Source: an optimization exercise on an open RTL-to-GDS flow (aim: small area, a short achievable clock period and few clock cycles per item). Production flows keep margins and buffers that such runs may drop. Where RTL was checked, it was by simulation tests only, not by an equivalence proof against the original.

== run 1 ==
==> flow/design.v (excerpt) <==
module muldiv_sequencer #(
   parameter int WIDTH = 32
) (
   input  logic              clk,
   input  logic              rst,
   input  logic              op_valid,
   input  logic [1:0]        op_code,
   input  logic [WIDTH-1:0]  src_a,
   input  logic [WIDTH-1:0]  src_b,
   input  logic              flush,
   output logic              busy,
   output logic              res_valid,
   output logic [WIDTH-1:0]  res_hi,
   output logic [WIDTH-1:0]  res_lo
);
export LEC_CHECK = 0
export CAP_MARGIN = 20
export CORE_MARGIN = 2
export CORE_UTILIZATION = 40
export SETUP_SLACK_MARGIN = 5
export SLEW_MARGIN = 20
create_clock -name core_clock -period 11.0 [get_ports {clk}]
standard.sh (not shown) runs the stock make flow with config.mk's settings and CLKGATE_MAP_FILE= SYNTH_SCRIPT=/design/flow/synth_recipe.tcl, a recipe that flattens the netlist after the stock synthesis.
==> flow/flow/run.sh <==
#!/bin/bash
# The standard layout (standard.sh: unchanged synthesis and steps), except that the
# buffers placed on the ports are plain buf_2 cells rather than the placer's default choice,
# and the timing repair aims 5.5 ns below the clock period.
set -euo pipefail
bash standard.sh "BUFFER_PORTS_ARGS=-buffer_cell sky130_fd_sc_hd__buf_2" SETUP_SLACK_MARGIN=5.5 finish > make.log 2>&1
Run 1 closes out successfully: all stages finished, all timing, DRC and antenna checks passed.
Testbench counts of run 1, summed over its fixed seeds: cycles 23,050, ops 2,400.
> inputs changed (run 1 -> run 2)
Settings: CAP_MARGIN: 20 -> 5; SLEW_MARGIN: 20 -> 5.
==> flow/flow/run.sh <==
#!/bin/bash
# The standard layout (standard.sh: unchanged synthesis and steps), except that the
# buffers placed on the ports are plain buf_2 cells rather than the placer's default choice,
# and the timing repair aims 6.0 ns below the clock period.
set -euo pipefail
bash standard.sh "BUFFER_PORTS_ARGS=-buffer_cell sky130_fd_sc_hd__buf_2" SETUP_SLACK_MARGIN=6.0 finish > make.log 2>&1
[summary]
- Cmp run 2 vs run 1: maximum clock frequency higher in run 2
- The lower area occupied by registers of run 1 and run 2 is in run 1.
Inputs modified between run 2 and run 3:
Settings: CTS_BUF_LIST now sky130_fd_sc_hd__clkbuf_4 sky130_fd_sc_hd__clkbuf_8, previously not set; CAP_MARGIN now 20, was 5; CTS_CLUSTER_SIZE now 40, previously not set; SLEW_MARGIN now 20, was 5; CTS_CLUSTER_DIAMETER now 150, previously not set.
[summary]
Changes observed in run 3 relative to run 2: arrival time at the worst endpoint shows no meaningful change; worst hold slack after final layout rose by 4.0 ps.
Sort run 2 and run 3 by shortest clock period the worst path allows after layout, ascending, and run 3 comes first.
Via count across run 2 and run 3: no real change.
Re total placed instance area: no difference whatsoever between run 3 and run 2.
Input changes introduced in run 4 (baseline for comparison: run 3):
Settings: clearing CTS_CLUSTER_SIZE, which used to be 40; clearing CTS_CLUSTER_DIAMETER, which used to be 150; clearing CTS_BUF_LIST, which used to be sky130_fd_sc_hd__clkbuf_4 sky130_fd_sc_hd__clkbuf_8.
### Flow results
Summary — global-route track usage on met2, run 4 relative to run 3: lower, by 0.66 points. Summary of run 4 over run 3: share of cell area taken by multi-input logic gates lower; die area roughly the same. Comparing the two runs side by side, run 4 comes out behind run 3 on final worst hold slack. Number of global-route vias before repair delta for run 4 relative to run 3: 39 lower. Compared with run 3, run 4 degrades cell area. Run 4 against run 3: area growth from synthesis to final layout moved up, total track usage level, clock buffer and inverter area fraction after layout moved up, routed wire length moved down.


lane 1:
The RTL this note starts from:
==> flow/design.v <==
module muldiv_sequencer #(
   parameter int WIDTH = 32
) (
   input  logic              clk,
   input  logic              rst,
   input  logic              op_valid,
   input  logic [1:0]        op_code,
   input  logic [WIDTH-1:0]  src_a,
   input  logic [WIDTH-1:0]  src_b,
   input  logic              flush,
   output logic              busy,
   output logic              res_valid,
   output logic [WIDTH-1:0]  res_hi,
   output logic [WIDTH-1:0]  res_lo
);
   localparam int N = 39;
   localparam logic [5:0] B_ZERO  = 6'b000_000;
   localparam logic [5:0] B_ADD1  = 6'b000_001;    
   localparam logic [5:0] B_SUB1  = 6'b000_101;    
   localparam logic [5:0] B_ADD2  = 6'b000_010;    
   localparam logic [5:0] B_SUB2  = 6'b000_110;    
   localparam logic [5:0] B_ADD4  = 6'b001_000;    
   localparam logic [5:0] B_SUB4  = 6'b101_000;    
   logic st_mul_q, st_pre_q, st_neg_q, st_aln_q, st_itr_q, st_fxr_q, st_fxq_q, st_done_q;
   logic st_mul_d, st_pre_d, st_neg_d, st_aln_d, st_itr_d, st_fxr_d, st_fxq_d, st_done_d;
   logic [31:0] h_q, h_d, l_q, l_d;
   logic [34:0] d_q, d_d;           
   logic [5:0]  bc_q, bc_d;         
   logic        s_mul_q, s_l_q, s_inv_q;    
   logic [4:0]  cnt_q, cnt_d;
   logic [1:0]  e_q, e_d;           
   logic        na_q, na_d;         
   logic        nb_q, nb_d;         
   wire idle = ~(st_mul_q | st_pre_q | st_neg_q | st_aln_q | st_itr_q |
                 st_fxr_q | st_fxq_q | st_done_q);
   wire op_signed = ~op_code[0];
   wire accept    = idle & op_valid & ~flush;
   wire [35:0] bx  = {{4{op_signed & src_a[31]}}, src_a};
   wire [36:0] bxs = {bx, 1'b0};
   function automatic logic [2:0] bdec(input logic [2:0] t);    
      logic zero, two;
      zero = (t == 3'b000) | (t == 3'b111);
      two  = (t == 3'b100) | (t == 3'b011);
      bdec = {t[2] & ~zero, two, ~zero & ~two};
   endfunction
   logic [5:0] dw [9];
   always_comb
      for (int k = 0; k < 9; k++)
         dw[k] = {bdec(bxs[4*k+2 +: 3]), bdec(bxs[4*k +: 3])};
   logic [35:0] sfx;
   logic [8:0]  js_oh;
   logic [3:0]  js;
   logic [5:0]  dw_js;
   always_comb begin
      sfx[35] = 1'b1;
      for (int t = 34; t >= 0; t--) sfx[t] = sfx[t+1] & (bx[t] == bx[35]);
      js_oh[0] = sfx[3];
      for (int j = 1; j < 8; j++) js_oh[j] = sfx[4*j+3] & ~sfx[4*j-1];
      js_oh[8] = ~sfx[31];
      js    = '0;
      dw_js = '0;
      for (int j = 0; j < 9; j++) begin
         if (js_oh[j]) js = js | j[3:0];
         dw_js = dw_js | ({6{js_oh[j]}} & dw[j]);
      end
   end
   logic [5:0] dw_nx;
   always_comb begin
      dw_nx = '0;
      for (int k = 0; k < 8; k++)
         if (cnt_q[3:0] == k + 1) dw_nx = dw[k];
   end
   function automatic logic [35:0] booth(input logic [2:0] c, input logic [34:0] a);
      logic [34:0] y;
      y     = ({35{c[0]}} & a) | ({35{c[1]}} & {a[33:0], 1'b0});
      booth = {c[2], y ^ {35{c[2]}}};
   endfunction
   wire [35:0]  bt1 = booth(bc_q[5:3], d_q);
   wire [35:0]  bt0 = booth(bc_q[2:0], d_q);
   wire         n1  = bt1[35];
   wire         n0  = bt0[35];
   wire [N-1:0] i1  = {{2{bt1[34]}}, bt1[34:0], n1, n1};    
   wire [N-1:0] i2  = {{4{bt0[34]}}, bt0[34:0]};
   logic [N-1:0] i0;
   always_comb begin
      if (s_mul_q)      i0 = {6'd0, h_q[0], l_q, 4'b0000};
      else if (s_l_q)   i0 = {7'd0, ~l_q};
      else              i0 = {7'd0, h_q ^ {32{s_inv_q}}};
   end
   wire cl = n1 | s_inv_q | s_l_q;
   wire [N-1:0] cs_s = i0 ^ i1 ^ i2;
   wire [N-1:0] cs_c = (i0 & i1) | (i0 & i2) | (i1 & i2);
   wire [N-1:0] t    = cs_s + {cs_c[N-2:0], cl} + {{(N-1){1'b0}}, n0};    
   wire         q    = ~t[N-1];
   wire         fast = t[N-1];                  
   wire         fixq = na_q ^ nb_q;
   logic [26:0] hu;
   always_comb begin
      logic all1, all0, inc, dec;
      inc = ~e_q[1] & e_q[0];
      dec = e_q[1];
      all1 = 1'b1; all0 = 1'b1;
      for (int i = 0; i < 27; i++) begin
         hu[i] = h_q[5+i] ^ ((inc & all1) | (dec & all0));
         all1 = all1 & h_q[5+i];
         all0 = all0 & ~h_q[5+i];
      end
   end
   always_comb begin
      st_mul_d = 1'b0; st_pre_d = 1'b0; st_neg_d = 1'b0; st_aln_d = 1'b0;
      st_itr_d = 1'b0; st_fxr_d = 1'b0; st_fxq_d = 1'b0; st_done_d = 1'b0;
      h_d = h_q; l_d = l_q; d_d = d_q; bc_d = B_ZERO; cnt_d = cnt_q; e_d = e_q;
      na_d = na_q; nb_d = nb_q;
      if (idle) begin
         na_d = op_signed & src_a[31];
         nb_d = op_signed & src_b[31];
         l_d  = '0;
         e_d  = 2'b00;
         if (op_code[1]) begin
            h_d      = src_a;
            d_d      = {{3{op_signed & src_b[31]}}, src_b};
            bc_d     = (op_signed & src_b[31]) ? B_ADD1 : B_SUB1;
            st_pre_d = accept;
         end else begin
            h_d      = '0;
            d_d      = {{3{op_signed & src_b[31]}}, src_b};
            bc_d     = dw_js;
            cnt_d    = {1'b0, js};
            st_mul_d = accept;
         end
      end
      if (st_mul_q) begin
         h_d   = {hu[22:0], h_q[4:1], t[36:32]};
         l_d   = t[31:0];
         e_d   = t[38:37];
         bc_d  = dw_nx;
         cnt_d = cnt_q - 5'd1;
         if (cnt_q == 5'd0) st_done_d = 1'b1;
         else               st_mul_d  = 1'b1;
      end
      if (st_pre_q) begin
         cnt_d = 5'd1;
         bc_d  = nb_q ? B_ADD4 : B_SUB4;
         if (fast)      st_done_d = 1'b1;
         else if (na_q) begin st_neg_d = 1'b1; bc_d = B_ZERO; end
         else           st_aln_d  = 1'b1;
      end
      if (st_neg_q) begin
         h_d      = t[31:0];
         bc_d     = nb_q ? B_ADD4 : B_SUB4;
         st_aln_d = 1'b1;
      end
      if (st_aln_q) begin
         if (q && cnt_q != 5'd31) begin
            d_d      = {d_q[32:0], 2'b00};
            cnt_d    = cnt_q + 5'd2;
            bc_d     = nb_q ? B_ADD4 : B_SUB4;
            st_aln_d = 1'b1;
         end else begin
            bc_d     = nb_q ? B_ADD2 : B_SUB2;
            st_itr_d = 1'b1;
         end
      end
      if (st_itr_q) begin
         if (q) h_d = t[31:0];
         l_d   = {l_q[30:0], q};
         if (!cnt_q[0]) d_d = {{2{d_q[34]}}, d_q[34:2]};
         cnt_d = cnt_q - 5'd1;
         if (cnt_q[0]) bc_d = nb_q ? B_ADD1 : B_SUB1;
         else          bc_d = nb_q ? B_ADD2 : B_SUB2;
         if (cnt_q == 5'd0) begin
            bc_d = B_ZERO;
            if (na_q)      st_fxr_d  = 1'b1;
            else if (fixq) st_fxq_d  = 1'b1;
            else           st_done_d = 1'b1;
         end else st_itr_d = 1'b1;
      end
      if (st_fxr_q) begin
         h_d = t[31:0];
         if (fixq) st_fxq_d  = 1'b1;
         else      st_done_d = 1'b1;
      end
      if (st_fxq_q) begin
         l_d       = t[31:0];
         st_done_d = 1'b1;
      end
      if (flush) begin
         st_mul_d = 1'b0; st_pre_d = 1'b0; st_neg_d = 1'b0; st_aln_d = 1'b0;
         st_itr_d = 1'b0; st_fxr_d = 1'b0; st_fxq_d = 1'b0; st_done_d = 1'b0;
      end
   end
   always_ff @(posedge clk) begin
      s_mul_q <= st_mul_d;
      s_l_q   <= st_fxq_d;
      s_inv_q <= st_neg_d | st_fxr_d | (st_pre_d & na_d);
   end
   always_ff @(posedge clk or posedge rst) begin
      if (rst) begin
         st_mul_q  <= 1'b0;
         st_pre_q  <= 1'b0;
         st_neg_q  <= 1'b0;
         st_aln_q  <= 1'b0;
         st_itr_q  <= 1'b0;
         st_fxr_q  <= 1'b0;
         st_fxq_q  <= 1'b0;
         st_done_q <= 1'b0;
      end else begin
         st_mul_q  <= st_mul_d;
         st_pre_q  <= st_pre_d;
         st_neg_q  <= st_neg_d;
         st_aln_q  <= st_aln_d;
         st_itr_q  <= st_itr_d;
         st_fxr_q  <= st_fxr_d;
         st_fxq_q  <= st_fxq_d;
         st_done_q <= st_done_d;
      end
   end
   always_ff @(posedge clk) begin
      h_q   <= h_d;
      l_q   <= l_d;
      d_q   <= d_d;
      bc_q  <= bc_d;
      cnt_q <= cnt_d;
      e_q   <= e_d;
      na_q  <= na_d;
      nb_q  <= nb_d;
   end
   assign busy      = op_valid & ~flush & ~st_done_q;
   assign res_valid = st_done_q;
   assign res_hi    = {hu, h_q[4:0]};
   assign res_lo    = l_q;
endmodule
export LEC_CHECK = 0
export CAP_MARGIN = 20
export CORE_MARGIN = 2
export CORE_UTILIZATION = 40
export SETUP_SLACK_MARGIN = 5
export SLEW_MARGIN = 20
create_clock -name core_clock -period 11.0 [get_ports {clk}]
run.sh (not shown) runs the stock make flow with config.mk's settings and CLKGATE_MAP_FILE= SYNTH_SCRIPT=/design/flow/synth_recipe.tcl, a recipe that flattens the netlist after the stock synthesis.
Stock flow here: none of the scripts above is used.
Testbench counts of lane 1, summed over its fixed seeds: cycles 23,050, ops 2,400.
diff inputs: lane 1 => lane 2
==> flow/flow/run.sh (new file) <==
#!/bin/bash
# The standard layout (standard.sh: unchanged synthesis and steps), except that the
# buffers placed on the ports are plain buf_2 cells rather than the placer's default choice.
set -euo pipefail
bash standard.sh "BUFFER_PORTS_ARGS=-buffer_cell sky130_fd_sc_hd__buf_2" finish > make.log 2>&1
==> flow/standard.sh (new file) <==
#!/bin/bash
# synth_recipe.tcl (not shown) runs the flow's synth.tcl, then flattens the netlist and writes it again
# the make line also repeats each setting of config.mk as NAME=value (left out here)
make -C /OpenROAD-flow-scripts/flow DESIGN_CONFIG=/design/flow/config.mk WORK_HOME=/design/flow/orfs CLKGATE_MAP_FILE= SYNTH_SCRIPT=/design/flow/synth_recipe.tcl "${@:-finish}"
removed: flow/run.sh
### Flow results
Setup slack: lane 2 more than lane 1
Number of non-clock buffers in the layout: lane 2 higher than lane 1
From lane 1 to lane 2 the numbers moved as follows: sequential fraction of total cell area picked up an extra 0.86 points, wire length of the first global-routing pass lost 4.0%, count of TritonRoute iterations in the first routing pass picked up an extra 3, met1 track demand over resource in global routing lost 2.2 points, fmax picked up an extra 2.8%.
Lane 2 vs. lane 1: final clock period utilization by the worst path has decreased; final net count comparable; design area went down about 4.5%.


xenon:
Another version of the RTL of muldiv_sequencer (not shown whole).
Size: roughly 140 I/O pins.
Settings: LEC_CHECK=0, ABC_CLOCK_PERIOD_IN_PS=5000, CAP_MARGIN=20, CORE_MARGIN=2, CORE_UTILIZATION=40, SETUP_SLACK_MARGIN=5, SLEW_MARGIN=20; clock period 11.0 ns.
Stock flow here: none of the scripts above is used.
xenon: no failed stages, no open violations at the end
Edits applied to the flow inputs when going from xenon to willow:
-- flow/config.mk --
<<< xenon, line 8
export ABC_CLOCK_PERIOD_IN_PS = 5000
>>> willow, line 8
<<< xenon, line 12
export SETUP_SLACK_MARGIN = 5
>>> willow, line 11
## What came out
Of the two values seen for critical path's slowest cell, fa_1 was produced by xenon and nor4_1 by willow.
Compared with xenon, in willow instance area at placement saw a decrease, worst clock skew now larger, placed instance count did not really move, cell area fell about 15%.
Summary: with xenon as the reference, total length of routed wires in willow moved down by more than 10%.
Compared with xenon, willow shows a lower non-clock buffer count.
Compared with xenon, in willow later-pin clock latency in the skew report did not really move, maximum operating frequency went down, biggest fanout along the worst timing path went up.
No functional check of the RTL was part of any run of this note.


== north ==
RTL: one of the versions met above, not the one the previous note started from.
Size: about 2,200 cells after synthesis, roughly 14,000 um^2 of cells after synthesis.
clock: 11.0 ns
lec_check: 0
abc_area: 1
cap_margin: 20
core_margin: 2
core_utilization: 40
setup_slack_margin: 5
slew_margin: 20
standard.sh (not shown) runs the stock make flow with config.mk's settings and CLKGATE_MAP_FILE= SYNTH_SCRIPT=/design/flow/synth_recipe.tcl, a recipe that flattens the netlist after the stock synthesis.
==> flow/flow/run.sh <==
#!/bin/bash
# The standard layout (standard.sh: unchanged synthesis and steps), except that the
# buffers placed on the ports are plain buf_2 cells rather than the placer's default choice.
set -euo pipefail
bash standard.sh "BUFFER_PORTS_ARGS=-buffer_cell sky130_fd_sc_hd__buf_2" finish > make.log 2>&1
Testbench counts of north, summed over its fixed seeds: cycles 23,050, ops 2,400.
#### Input delta (south over north)
Settings: PLACE_DENSITY now 0.65, previously not set; CORE_UTILIZATION now 50, was 40; ABC_AREA no longer set, was 1.
==> flow/flow/run.sh <==
#!/bin/bash
# The standard layout (standard.sh: unchanged synthesis and steps), except that the
# buffers placed on the ports are plain buf_2 cells rather than the placer's default choice,
# and the timing repair aims 6.0 ns below the clock period.
set -euo pipefail
bash standard.sh "BUFFER_PORTS_ARGS=-buffer_cell sky130_fd_sc_hd__buf_2" SETUP_SLACK_MARGIN=6.0 finish > make.log 2>&1
### Flow results
Delta (south minus north): I/O pin total neither gained nor lost much, utilization climbed 15 points, number of standard cells after synthesis lost 499. Looking at critical path class, the flop to flop result is from north; the flop to output port one comes from south. Cell with the biggest individual delay on the critical path = sky130_fd_sc_hd__dfxtp_2: north; cell with the biggest individual delay on the critical path = sky130_fd_sc_hd__or4b_4: south. The maximum clock frequency of south is higher than that of north. Number of placed instances with taps included, south vs north: down by more than 10%. Against north, south comes in 491 higher on first-iteration DRC count. Main combinational cell family by area after synthesis = compound AO/OA/AOI/OAI gates: south; main combinational cell family by area after synthesis = simple AND/OR/NAND/NOR gates: north. The setup slack of south is larger than that of north.
Here is what was changed in the inputs of east compared with south.
Settings: CTS_BUF_LIST: unset -> sky130_fd_sc_hd__clkbuf_4 sky130_fd_sc_hd__clkbuf_8; CORE_UTILIZATION: 50 -> 40; PLACE_DENSITY: 0.65 -> unset.
==> flow/flow/run.sh <==
#!/bin/bash
# The standard layout (standard.sh: unchanged synthesis and steps), except that the
# buffers placed on the ports are plain buf_2 cells rather than the placer's default choice,
# and the timing repair aims 6.3 ns below the clock period.
set -euo pipefail
bash standard.sh "BUFFER_PORTS_ARGS=-buffer_cell sky130_fd_sc_hd__buf_2" SETUP_SLACK_MARGIN=6.3 finish > make.log 2>&1
--- outcome ---
Synthesized area came out exactly the same in east and south.
For routed length on met2, dividing the value from south by the value from east gives 0.916.
east -> south: final sequential cell count delta 0, exact match
Going from south to east, the utilization was found to have gone down by 6.8 points.
What west does differently from east at the input level:
Settings: PLACE_DENSITY now 0.75, previously not set.
==> flow/flow/run.sh <==
#!/bin/bash
# The standard layout (standard.sh: unchanged synthesis and steps), except that the
# buffers placed on the ports are plain buf_2 cells rather than the placer's default choice,
# and the timing repair aims 6.0 ns below the clock period.
set -euo pipefail
bash standard.sh "BUFFER_PORTS_ARGS=-buffer_cell sky130_fd_sc_hd__buf_2" SETUP_SLACK_MARGIN=6.0 finish > make.log 2>&1
==> run summary <==
Final cell area: west below east. Diff east -> west | via count | decrease of 1.7%. Re combined area of the multi-input logic cells: east and west aren't equal, and the higher value belongs to east. The final period utilization on east is in line with that on west. On layout clock buffer count: between east and west, it ends up higher for west. ~same data arrival time of the worst path in east and west. east → west: final cell count without fillers lost about 3%; signed area change from the synthesized netlist to the final layout lost 14 points.

port drivers added, routing unchanged:
The flow's constraints put no driver on any port. The routed layouts listed below were extracted and timed again, unchanged, in two steps. Step 1: set_driving_cell puts a clkbuf_16 on clk and a buf_2 on each other input, an assumption about the parent block. Step 2 also shifts input and output timing later by t, the mid clock arrival at the registers, as if the neighbouring blocks saw the same clock. Slacks: no drivers / after step 1 / after step 2; pairs: no drivers / after step 1.
run	shift t [ns]	slack for setup (ns)	pins driven straight from the clock port
run 1	0.472	5.550 / 5.501 / 5.490	1
run 2	0.475	5.659 / 5.610 / 5.653	1
run 3	0.499	5.675 / 5.627 / 5.606	1
run 4	0.475	5.659 / 5.610 / 5.653	1
lane 1	0.489	5.210 / 5.155 / 5.101	1
lane 2	0.482	5.369 / 5.325 / 5.369	1
xenon	0.495	4.097 / 4.097 / 4.097	1
willow	0.489	2.225 / 2.225 / 2.225	1
north	0.486	5.463 / 5.463 / 5.463	1
south	0.477	5.825 / 5.776 / 5.656	1
east	0.502	5.602 / 5.552 / 5.932	1
west	0.512	5.614 / 5.564 / 5.638	1
After both steps every run listed still meets setup and hold. For south, which loses most, drivers alone change the setup slack by -0.049 ns; drivers and shift together by -0.169 ns.
